Context: an optimization exercise on an open-source flow, tuned for small area. The choices shown serve that exercise and are no tape-out recipe.
In this exercise RTL edits were held to simulation tests only and were not proved equivalent to the original.
Power and IR drop assume default switching activity.

==> flow/design.v (excerpt) <==
module latched_clock_deadline_registers_core #(
  parameter int MS_WRAP_SECONDS = 60
) (
  input  logic        clk,
  input  logic        rst,
  input  logic        cmd_valid,
  output logic        cmd_stall,
  input  logic [1:0]  command,
  input  logic [3:0]  reg_offset,
  input  logic [7:0]  write_data,
  output logic        rsp_valid,
  input  logic        rsp_stall,
  output logic [7:0]  read_data,
  input  logic        cfg_valid,
  output logic        cfg_ready,
  input  logic [31:0] random_seed
);
Size in the first run: roughly 1400 cells after synthesis, about 13000 um2 of cells after synthesis.
export LEC_CHECK = 0
export CAP_MARGIN = 20
export CORE_MARGIN = 2
export CORE_UTILIZATION = 65
export PLACE_DENSITY = 0.76
export SLEW_MARGIN = 20
create_clock -name core_clock -period 7.0 [get_ports {clk}]
standard.sh (not shown) runs the stock make flow with config.mk's settings and CLKGATE_MAP_FILE= SYNTH_SCRIPT=/design/flow/synth_recipe.tcl, a recipe that flattens the netlist after the stock synthesis.
==> flow/flow/run.sh <==
#!/bin/bash
# Standard synthesis; its combinational logic re-mapped for area (registers, adders
# and tie cells kept as they are); then the standard layout with a lighter clock tree
# (no dummy loads, larger sink clusters) and the smallest buffer on the ports.
set -uo pipefail
F=$(cd "$(dirname "$0")" && pwd)
R=orfs/results/$FLOW_PLATFORM/latched_clock_deadline_registers_core/base
CTS="-sink_clustering_enable -repair_clock_nets -dont_use_dummy_load -sink_clustering_size 30 -sink_clustering_max_diameter 100"
bash standard.sh synth > synth.log 2>&1 || exit 1
cp $R/1_2_yosys.v standard_synth.v
KEEP=c:none_kept bash $F/remap.sh $PWD/standard_synth.v $PWD/remapped.v $PWD/remap_stat.txt > remap.log 2>&1 || exit 1
cp remapped.v $R/1_2_yosys.v
rm -f $R/1_synth.odb $R/1_synth.sdc
bash standard.sh synth > synth_odb.log 2>&1 || exit 1
bash standard.sh finish "CTS_ARGS=$CTS" "BUFFER_PORTS_ARGS=-buffer_cell sky130_fd_sc_hd__buf_1" > finish.log 2>&1 || exit 1
==> flow/flow/area.abc <==
strash
&get -n
&deepsyn -T 60
&put
dch -f
map -D 5000
topo
==> flow/flow/remap.sh <==
#!/bin/bash
# remap.sh IN OUT STAT: re-map IN's combinational logic for area into OUT
set -euo pipefail
H=$(cd "$(dirname "$0")" && pwd)
LIB=$FLOW_HOME/platforms/sky130hd/lib/sky130_fd_sc_hd__tt_025C_1v80.lib
DU=$(grep -oE "sky130_fd_sc_hd__(probe\w*|lpflow\w*)" $FLOW_HOME/platforms/sky130hd/config.mk | sort -u | sed 's/^/-dont_use /' | tr '\n' ' ')
W=$(mktemp -d)
printf 'set_driving_cell sky130_fd_sc_hd__buf_1\nset_load 5\n' > $W/abc.constr
sed -e "s#@LIB@#$LIB#g" -e "s#@IN@#$1#" -e "s#@OUT@#$2#" -e "s#@STAT@#$3#" -e "s#@TOP@#${FLOW_TOP}#g" \
    -e "s#@SCRIPT@#$H/area.abc#" -e "s#@DONTUSE@#$DU#" -e "s#@KEEP@#${KEEP:-c:deadline*}#" -e "s#@CONSTR@#$W/abc.constr#" $H/remap.ys > $W/remap.ys
yosys -s $W/remap.ys
rm -rf $W
==> flow/flow/remap.ys <==
# Re-map the combinational logic of the standard synthesis netlist for area.
# Registers, tie cells and the logic feeding the deadline register
# (its fast adder) are kept as they are (same names and cells).
read_liberty -ignore_miss_func -overwrite -setattr liberty_cell @LIB@
read_verilog @IN@
hierarchy -top @TOP@
setattr -mod -set keep_hierarchy 1 sky130_fd_sc_hd__dfxtp_1 sky130_fd_sc_hd__edfxtp_1 sky130_fd_sc_hd__conb_1
cd @TOP@
select -set keep @KEEP@ %ci*:-sky130_fd_sc_hd__dfxtp_1[Q]:-sky130_fd_sc_hd__edfxtp_1[Q]
setattr -set keep_hierarchy 1 @keep
cd
flatten
rename -hide w:_*_.*
opt_clean
blackbox A:liberty_cell
select @TOP@
abc -script @SCRIPT@ -liberty @LIB@ @DONTUSE@ -constr @CONSTR@
select -clear
setundef -zero
splitnets
opt_clean -purge
hilomap -singleton -hicell sky130_fd_sc_hd__conb_1 HI -locell sky130_fd_sc_hd__conb_1 LO
insbuf -buf sky130_fd_sc_hd__buf_4 A X
opt_clean -purge
tee -o @STAT@ stat -liberty @LIB@
write_verilog -noattr -nohex -nodec @OUT@
The first run finished with timing, DRC and antenna clean.
Edit:
--- a/flow/flow/run.sh
+++ b/flow/flow/run.sh
@@ -9,5 +9,5 @@
 bash standard.sh synth > synth.log 2>&1 || exit 1
 cp $R/1_2_yosys.v standard_synth.v
-KEEP=c:none_kept bash $F/remap.sh $PWD/standard_synth.v $PWD/remapped.v $PWD/remap_stat.txt > remap.log 2>&1 || exit 1
+bash $F/remap.sh $PWD/standard_synth.v $PWD/remapped.v $PWD/remap_stat.txt > remap.log 2>&1 || exit 1
 cp remapped.v $R/1_2_yosys.v
 rm -f $R/1_synth.odb $R/1_synth.sdc
==> flow/flow/area.abc (replaced) <==
strash
balance
rewrite
refactor
balance
rewrite
rewrite -z
balance
refactor -z
rewrite -z
balance
dch -f
amap
topo
--- a/flow/flow/remap.sh
+++ b/flow/flow/remap.sh
@@ -8,5 +8,5 @@
 printf 'set_driving_cell sky130_fd_sc_hd__buf_1\nset_load 5\n' > $W/abc.constr
 sed -e "s#@LIB@#$LIB#g" -e "s#@IN@#$1#" -e "s#@OUT@#$2#" -e "s#@STAT@#$3#" -e "s#@TOP@#${FLOW_TOP}#g" \
-    -e "s#@SCRIPT@#$H/area.abc#" -e "s#@DONTUSE@#$DU#" -e "s#@KEEP@#${KEEP:-c:deadline*}#" -e "s#@CONSTR@#$W/abc.constr#" $H/remap.ys > $W/remap.ys
+    -e "s#@SCRIPT@#$H/area.abc#" -e "s#@DONTUSE@#$DU#" -e "s#@CONSTR@#$W/abc.constr#" $H/remap.ys > $W/remap.ys
 yosys -s $W/remap.ys
 rm -rf $W
==> flow/flow/remap.ys (replaced) <==
# Re-map the combinational logic of the standard synthesis netlist for area.
# Registers, half/full adders and tie cells are kept as they are (same names and cells).
read_liberty -ignore_miss_func -overwrite -setattr liberty_cell @LIB@
read_verilog @IN@
hierarchy -top @TOP@
setattr -mod -set keep_hierarchy 1 sky130_fd_sc_hd__dfxtp_1 sky130_fd_sc_hd__edfxtp_1 sky130_fd_sc_hd__ha_1 sky130_fd_sc_hd__fa_1 sky130_fd_sc_hd__conb_1
flatten
rename -hide w:_*_.*
opt_clean
blackbox sky130_fd_sc_hd__dfxtp_1 sky130_fd_sc_hd__edfxtp_1 sky130_fd_sc_hd__ha_1 sky130_fd_sc_hd__fa_1 sky130_fd_sc_hd__conb_1
select @TOP@
abc -script @SCRIPT@ -liberty @LIB@ @DONTUSE@ -constr @CONSTR@
select -clear
setundef -zero
splitnets
opt_clean -purge
hilomap -singleton -hicell sky130_fd_sc_hd__conb_1 HI -locell sky130_fd_sc_hd__conb_1 LO
insbuf -buf sky130_fd_sc_hd__buf_4 A X
opt_clean -purge
tee -o @STAT@ stat -liberty @LIB@
check
write_verilog -noattr -nohex -nodec @OUT@
CORE_UTILIZATION = 45   (was 65)
PLACE_DENSITY = default   (was 0.76)
The changed run completed and failed the layout checks on negative setup slack.
Final area went up by 5.9%.
Via count fell by 5.1%.
Non-clock buffer count grows by 12.
Clock-buffer cell count grows by 1.
Final cell count fell by 1.9%.
Core utilization fell by 21 points.
Edit:
==> flow/flow/area.abc (replaced) <==
strash
&get -n
&deepsyn -T 90
&put
dch -f
amap
topo
--- a/flow/flow/remap.sh
+++ b/flow/flow/remap.sh
@@ -8,5 +8,5 @@
 printf 'set_driving_cell sky130_fd_sc_hd__buf_1\nset_load 5\n' > $W/abc.constr
 sed -e "s#@LIB@#$LIB#g" -e "s#@IN@#$1#" -e "s#@OUT@#$2#" -e "s#@STAT@#$3#" -e "s#@TOP@#${FLOW_TOP}#g" \
-    -e "s#@SCRIPT@#$H/area.abc#" -e "s#@DONTUSE@#$DU#" -e "s#@CONSTR@#$W/abc.constr#" $H/remap.ys > $W/remap.ys
+    -e "s#@SCRIPT@#$H/area.abc#" -e "s#@DONTUSE@#$DU#" -e "s#@KEEP@#${KEEP:-c:deadline*}#" -e "s#@CONSTR@#$W/abc.constr#" $H/remap.ys > $W/remap.ys
 yosys -s $W/remap.ys
 rm -rf $W
==> flow/flow/remap.ys (replaced) <==
# Re-map the combinational logic of the standard synthesis netlist for area.
# Registers, tie cells and the logic feeding the deadline register
# (its fast adder) are kept as they are (same names and cells).
read_liberty -ignore_miss_func -overwrite -setattr liberty_cell @LIB@
read_verilog @IN@
hierarchy -top @TOP@
setattr -mod -set keep_hierarchy 1 sky130_fd_sc_hd__dfxtp_1 sky130_fd_sc_hd__edfxtp_1 sky130_fd_sc_hd__conb_1
cd @TOP@
select -set keep @KEEP@ %ci*:-sky130_fd_sc_hd__dfxtp_1[Q]:-sky130_fd_sc_hd__edfxtp_1[Q]
setattr -set keep_hierarchy 1 @keep
cd
flatten
rename -hide w:_*_.*
opt_clean
blackbox A:liberty_cell
select @TOP@
abc -script @SCRIPT@ -liberty @LIB@ @DONTUSE@ -constr @CONSTR@
select -clear
setundef -zero
splitnets
opt_clean -purge
hilomap -singleton -hicell sky130_fd_sc_hd__conb_1 HI -locell sky130_fd_sc_hd__conb_1 LO
insbuf -buf sky130_fd_sc_hd__buf_4 A X
opt_clean -purge
tee -o @STAT@ stat -liberty @LIB@
write_verilog -noattr -nohex -nodec @OUT@
CAP_MARGIN = 5   (was 20)
SLEW_MARGIN = 5   (was 20)
Result:
- Now the flow finished with timing, DRC and antenna clean
- worst setup slack gets better by 870 ps
- utilization went down by 1.3 points
- clock skew falls by 9.0 ps
Edit:
--- a/flow/flow/run.sh
+++ b/flow/flow/run.sh
@@ -9,5 +9,5 @@
 bash standard.sh synth > synth.log 2>&1 || exit 1
 cp $R/1_2_yosys.v standard_synth.v
-bash $F/remap.sh $PWD/standard_synth.v $PWD/remapped.v $PWD/remap_stat.txt > remap.log 2>&1 || exit 1
+KEEP=c:none_kept bash $F/remap.sh $PWD/standard_synth.v $PWD/remapped.v $PWD/remap_stat.txt > remap.log 2>&1 || exit 1
 cp remapped.v $R/1_2_yosys.v
 rm -f $R/1_synth.odb $R/1_synth.sdc
==> flow/flow/area.abc (replaced) <==
strash
&get -n
&deepsyn -T 60
&put
&get -n
&dch -f
&nf -p -F 8 -A 4 -D 5000
&put
topo
CAP_MARGIN = 20   (was 5)
SLEW_MARGIN = 20   (was 5)
Effect: The changed run passed the timing, design-rule and antenna checks; cell count goes down by about 5.4%; via count goes down by about 0.37%; design area is lower by about 2.5%; routed wire length is lower by 0.55%; synthesized area falls by about 4%; die area falls by 3.9%; core utilization came out higher by 1.5 points; worst setup slack loses 66 ps; total power climbs by about 9%.

[re-timing with driven ports]
In the flow no input, the clock included, has a driving cell. The finished layouts below were timed again as built, in two steps.
Step 1: set_driving_cell puts a clkbuf_16 on clk and a buf_2 on each other input, an assumption about the parent block.
Step 2 also shifts input and output timing later by t, the mid clock arrival at the registers, as if the neighbouring blocks saw the same clock.
Three values: no drivers, after step 1, after step 2; two values: the first two.
run	shift t [ns]	slack for setup (ns)	worst hold slack (ns)	slew at the worst register clock pin (ns)	worst data-port slew with drivers (ns)
the first run	0.532	0.453 / 0.453 / 0.453	0.449 / 0.449 / 0.449	0.12 / 0.12	0.05
the second run	0.531	-0.665 / -0.665 / -0.665	0.450 / 0.450 / 0.450	0.11 / 0.11	0.04
the third run	0.536	0.206 / 0.206 / 0.206	0.421 / 0.421 / 0.421	0.12 / 0.12	0.04
the fourth run	0.526	0.141 / 0.141 / 0.141	0.471 / 0.471 / 0.471	0.12 / 0.12	0.04
